What follows belongs to an exercise in optimizing a design on an open flow for small area; a production flow would make more cautious choices.
At most, simulation tests tie the RTL to the original design; equivalence was not proved.
Power figures rest on the tool's default switching activity, not on a simulated workload.

// hdmi_frame_dma_ctrl
module hdmi_frame_dma_ctrl
#(
    parameter int unsigned ADDR_WIDTH   = 32,
    parameter int unsigned BURST_LEN    = 16,
    parameter int unsigned BURSTCOUNT_W = 5,
    parameter int unsigned FIFO_DEPTH   = 32
) (
    input  logic                    clk_sys,
    input  logic                    rst_sys_n,
    input  logic                    cfg_enable,
    input  logic [ADDR_WIDTH-1:0]   cfg_start_addr,
    input  logic [29:0]             cfg_words_number,
    input  logic                    frame_sync,
    input  logic [31:0]             st_data,
    input  logic                    st_valid,
    output logic                    st_ready,
    output logic [ADDR_WIDTH-1:0]   avm_address,
    output logic                    avm_write,
    output logic [31:0]             avm_writedata,
    output logic [BURSTCOUNT_W-1:0] avm_burstcount,
    input  logic                    avm_waitrequest,
    output logic                    sts_busy,
    output logic                    sts_frame_done,
    output logic                    sts_overflow
);
Size: about 3400 cells after synthesis, roughly 1100 flip-flops, roughly 170 I/O pins.
clock: 10.0 ns
lec_check: 0
cap_margin: 0
core_area: 2.3 2.72 347.3 345.44
die_area: 0 0 349.66 349.66
place_density: 0.8
slew_margin: 0
synth_hierarchical: 1
synth_minimum_keep_size: 0
standard.sh (not shown) runs the stock make flow with config.mk's settings and CLKGATE_MAP_FILE= SYNTH_SCRIPT=/design/flow/synth_recipe.tcl, a recipe that flattens the netlist after the stock synthesis.
==> flow/flow/run.sh <==
#!/bin/bash
# The standard layout, with minimum-size port buffers and a clock tree
# of few, large leaf clusters and no dummy loads.
set -euo pipefail
export BUFFER_PORTS_ARGS="-buffer_cell sky130_fd_sc_hd__buf_1"
export CTS_ARGS="-sink_clustering_enable -repair_clock_nets -dont_use_dummy_load -buf_list {sky130_fd_sc_hd__clkbuf_16} -sink_clustering_size 30 -sink_clustering_max_diameter 60 -sink_buffer_max_cap_derate 1.0"
bash standard.sh > standard_sh.log 2>&1
The baseline finished but failed the layout checks on capacitance limit, slew limit.
Then changed:
CAP_MARGIN = 20   (was 0)
SLEW_MARGIN = 20   (was 0)
With this change the flow ran to the end with no violations. Register-to-register slack stays flat. Cell count is about the same. Power is about the same. Cell area barely changes. Sequential share of layout area hardly moves. Non-clock buffer count is unchanged. Wire length hardly moves. Synthesized cell count does not change. Die area stays the same. Core utilization stays flat. First-iteration DRC count is higher by 1.4%.
Then changed:
==> flow/flow/run.sh (replaced) <==
#!/bin/bash
# The standard layout, with minimum-size port buffers and a clock tree
# of few, large leaf clusters and no dummy loads.
set -euo pipefail
export BUFFER_PORTS_ARGS="-buffer_cell sky130_fd_sc_hd__buf_1"
export CTS_ARGS="-sink_clustering_enable -repair_clock_nets -dont_use_dummy_load -buf_list {sky130_fd_sc_hd__clkbuf_8 sky130_fd_sc_hd__clkbuf_16} -sink_clustering_size 30 -sink_clustering_max_diameter 60"
bash standard.sh > standard_sh.log 2>&1
PLACE_DENSITY = default   (was 0.8)
Outcome: Routed wire length rises by 5.9%. Via count drops by about 3.5%. Clock skew grows by 0.028 ns. Cell area rose by about 1.6%. Synthesized area is unchanged. Non-clock buffer count goes down by 19. Fmax climbs by about 8%.

Another version of the RTL of hdmi_frame_dma_ctrl (not shown whole).
Size in the first run: roughly 1,100 flip-flops, ~170 I/O pins, about 38,000 um2 of cells after synthesis.
Settings: LEC_CHECK=0, CAP_MARGIN=25, CORE_AREA=2.3 2.72 347.3 345.44, DIE_AREA=0 0 349.66 349.66, PLACE_DENSITY=0.8, SLEW_MARGIN=25, SYNTH_HIERARCHICAL=1, SYNTH_MINIMUM_KEEP_SIZE=0; clock period 10.0 ns.
==> flow/flow/run.sh <==
#!/bin/bash
# The standard layout, with minimum-size port buffers and a clock tree
# of few, large leaf clusters and no dummy loads.
set -euo pipefail
export BUFFER_PORTS_ARGS="-buffer_cell sky130_fd_sc_hd__buf_1"
export CTS_ARGS="-sink_clustering_enable -repair_clock_nets -dont_use_dummy_load -buf_list {sky130_fd_sc_hd__clkbuf_16} -sink_clustering_size 30 -sink_clustering_max_diameter 60 -sink_buffer_max_cap_derate 1.0"
bash standard.sh > standard_sh.log 2>&1
The first run passed the timing, DRC and antenna checks.
Edit:
CAP_MARGIN = 40   (was 25)
SLEW_MARGIN = 40   (was 25)
After rerunning: The new run ran to the end with no violations. Routed wire length increases by 0.46%. Hold slack improved by 5.0 ps. Design area increases by 0.36%. First-iteration DRC count decreases by 6.0%.

run A:
Another version of the RTL of hdmi_frame_dma_ctrl (not shown whole).
Size in the first run: ~2400 cells after synthesis, ~1100 flip-flops, about 170 I/O pins, roughly 41000 um^2 of cells after synthesis.
clock: 10.0 ns
lec_check: 0
cap_margin: 0
core_area: 2.3 2.72 347.3 345.44
die_area: 0 0 349.66 349.66
place_density: 0.8
slew_margin: 0
==> flow/flow/run.sh <==
#!/bin/bash
# The standard layout, with minimum-size port buffers, a clock tree of
# few, large leaf clusters and no dummy loads, and power recovery (which
# downsizes gates off the critical paths) after global routing.
set -euo pipefail
export BUFFER_PORTS_ARGS="-buffer_cell sky130_fd_sc_hd__buf_1"
export CTS_ARGS="-sink_clustering_enable -repair_clock_nets -dont_use_dummy_load -buf_list {sky130_fd_sc_hd__clkbuf_16} -sink_clustering_size 30 -sink_clustering_max_diameter 60 -sink_buffer_max_cap_derate 1.0"
export RECOVER_POWER=100
bash standard.sh > standard_sh.log 2>&1
Run A finished all stages; layout check result: FAIL, due to max-capacitance violations, max-slew violations.
Changes in run B relative to run A:
- CAP_MARGIN changed from 0 to 20
- PLACE_DENSITY removed (was 0.8)
- SLEW_MARGIN changed from 0 to 20
==> flow/flow/run.sh <==
#!/bin/bash
# The standard layout, with minimum-size port buffers and a clock tree
# of few, large leaf clusters and no dummy loads.
set -euo pipefail
export BUFFER_PORTS_ARGS="-buffer_cell sky130_fd_sc_hd__buf_1"
export CTS_ARGS="-sink_clustering_enable -repair_clock_nets -dont_use_dummy_load -buf_list {sky130_fd_sc_hd__clkbuf_8 sky130_fd_sc_hd__clkbuf_16} -sink_clustering_size 30 -sink_clustering_max_diameter 60"
bash standard.sh > standard_sh.log 2>&1
Notes after the runs:
Higher post-route fraction of the period consumed by the critical path goes to run A over run B.
Hold slack on run B is behind run A.
Having completed the whole flow, run B delivered a layout that passed the timing, DRC and antenna checks.
Power was lower in run A than in run B.
The following lists how run C was set up differently from run B:
- setting PLACE_DENSITY to 0.8 for the first time
- changing CAP_MARGIN from 20 to 0
- changing SLEW_MARGIN from 20 to 0
-- flow/flow/run.sh --
<<< run B, line 6
export CTS_ARGS="-sink_clustering_enable -repair_clock_nets -dont_use_dummy_load -buf_list {sky130_fd_sc_hd__clkbuf_8 sky130_fd_sc_hd__clkbuf_16} -sink_clustering_size 30 -sink_clustering_max_diameter 60"
>>> run C, line 6
export CTS_ARGS="-sink_clustering_enable -repair_clock_nets -dont_use_dummy_load -buf_list {sky130_fd_sc_hd__clkbuf_16} -sink_clustering_size 30 -sink_clustering_max_diameter 60 -sink_buffer_max_cap_derate 1.0"
==> run notes <==
- Between run C and run B, it is run C whose fmax is higher, by 4.0 MHz.
- [compare] base=run B new=run C: clock skew after layout now larger; HPWL after detailed placement now larger; cell count after placement comparable; longest individual stage delay on the worst path comparable.

Setup of before:
hdmi_frame_dma_ctrl, a different RTL version from the one above (not shown whole).
Size in the first run: about 2,400 cells after synthesis, ~1,100 flip-flops, about 41,000 sq um of cells after synthesis.
## hdmi_frame_dma_ctrl
module hdmi_frame_dma_ctrl
#(
    parameter int unsigned ADDR_WIDTH   = 32,
    parameter int unsigned BURST_LEN    = 16,
    parameter int unsigned BURSTCOUNT_W = 5,
    parameter int unsigned FIFO_DEPTH   = 32
) (
    input  logic                    clk_sys,
    input  logic                    rst_sys_n,
    input  logic                    cfg_enable,
    input  logic [ADDR_WIDTH-1:0]   cfg_start_addr,
    input  logic [29:0]             cfg_words_number,
    input  logic                    frame_sync,
    input  logic [31:0]             st_data,
    input  logic                    st_valid,
    output logic                    st_ready,
    output logic [ADDR_WIDTH-1:0]   avm_address,
    output logic                    avm_write,
    output logic [31:0]             avm_writedata,
    output logic [BURSTCOUNT_W-1:0] avm_burstcount,
    input  logic                    avm_waitrequest,
    output logic                    sts_busy,
    output logic                    sts_frame_done,
    output logic                    sts_overflow
);
clock: 10.0 ns
lec_check: 0
cap_margin: 20
core_area: 2.3 2.72 347.3 345.44
die_area: 0 0 349.66 349.66
slew_margin: 20
==> flow/flow/run.sh <==
#!/bin/bash
# The standard layout, with minimum-size port buffers and a clock tree
# of few, large leaf clusters and no dummy loads.
set -euo pipefail
export BUFFER_PORTS_ARGS="-buffer_cell sky130_fd_sc_hd__buf_1"
export CTS_ARGS="-sink_clustering_enable -repair_clock_nets -dont_use_dummy_load -buf_list {sky130_fd_sc_hd__clkbuf_8 sky130_fd_sc_hd__clkbuf_16} -sink_clustering_size 30 -sink_clustering_max_diameter 60"
bash standard.sh > standard_sh.log 2>&1
For after, these inputs were changed with respect to before:
- PLACE_DENSITY newly set to 0.8
- SLEW_MARGIN changed from 20 to 0
- CAP_MARGIN changed from 20 to 0
==> flow/flow/run.sh <==
#!/bin/bash
# The standard layout, with minimum-size port buffers and a clock tree
# of few, large leaf clusters and no dummy loads.
set -euo pipefail
export BUFFER_PORTS_ARGS="-buffer_cell sky130_fd_sc_hd__buf_1"
export CTS_ARGS="-sink_clustering_enable -repair_clock_nets -dont_use_dummy_load -buf_list {sky130_fd_sc_hd__clkbuf_16} -sink_clustering_size 30 -sink_clustering_max_diameter 60 -sink_buffer_max_cap_derate 1.0"
bash standard.sh > standard_sh.log 2>&1
--- outcome ---
- The lower global-route usage came out of after.
- When the final numbers for after and before were put side by side, the number of clock buffer instances in the layout turned out to be smaller in after.
- Net switching power figure, after and before: larger value in before
- avm_writedata[0] as the critical path capture point was reported by after, and avm_writedata[30] by before.
- Taking before as the reference point, the actual slew at the worst max-slew pin of after rises by 290 ps.
- Diff after and before: proportion of power drawn by flip-flops and latches higher in after
- after ends up with a wire length of the first global-routing pass that is about 3.2% lower than in before.
- Leakage power summed over all cells went down by a few percent going from before to after.
- after: total power of the final layout is about 5% lower than what before reported.
- In the final reports, the cell area of after is smaller than that of before.
No functional check of the RTL was part of any run of this note.

-- port drivers added, routing unchanged --
In the flow no input, the clock included, has a driving cell. The finished layouts below were timed again as built, in two steps. Step 1, drivers: a clkbuf_16 drives clk_sys and a buf_2 each remaining input, both assumed. Step 2, shift: input delay + t, output delay - t, t = (earliest + latest rising clock arrival at the registers) / 2. This alone moves slack from input paths to output paths. a / b / c = no drivers / after step 1 / after step 2; a / b = the first two.
run	t, ns	slack for setup (ns)	latest minus earliest clock arrival (ns)	worst data-port slew with drivers (ns)	pins driven straight from the clock port
the first run of note 1	0.705	4.337 / 4.271 / 4.868	0.116 / 0.116	0.08	1
the second run of note 1	0.697	4.312 / 4.247 / 4.877	0.092 / 0.091	0.08	1
the third run of note 1	0.706	4.743 / 4.672 / 5.316	0.106 / 0.106	0.06	1
the first run of note 2	0.689	3.780 / 3.724 / 4.257	0.143 / 0.143	0.10	1
the second run of note 2	0.704	4.048 / 3.988 / 4.315	0.166 / 0.165	0.10	1
run A	0.708	3.444 / 3.382 / 3.458	0.108 / 0.109	0.13	1
run B	0.721	4.869 / 4.802 / 5.257	0.096 / 0.096	0.12	1
run C	0.706	4.971 / 4.908 / 5.262	0.104 / 0.105	0.13	1
before	0.703	4.902 / 4.827 / 4.983	0.118 / 0.118	0.16	1
after	0.686	4.914 / 4.849 / 4.969	0.114 / 0.115	0.17	1
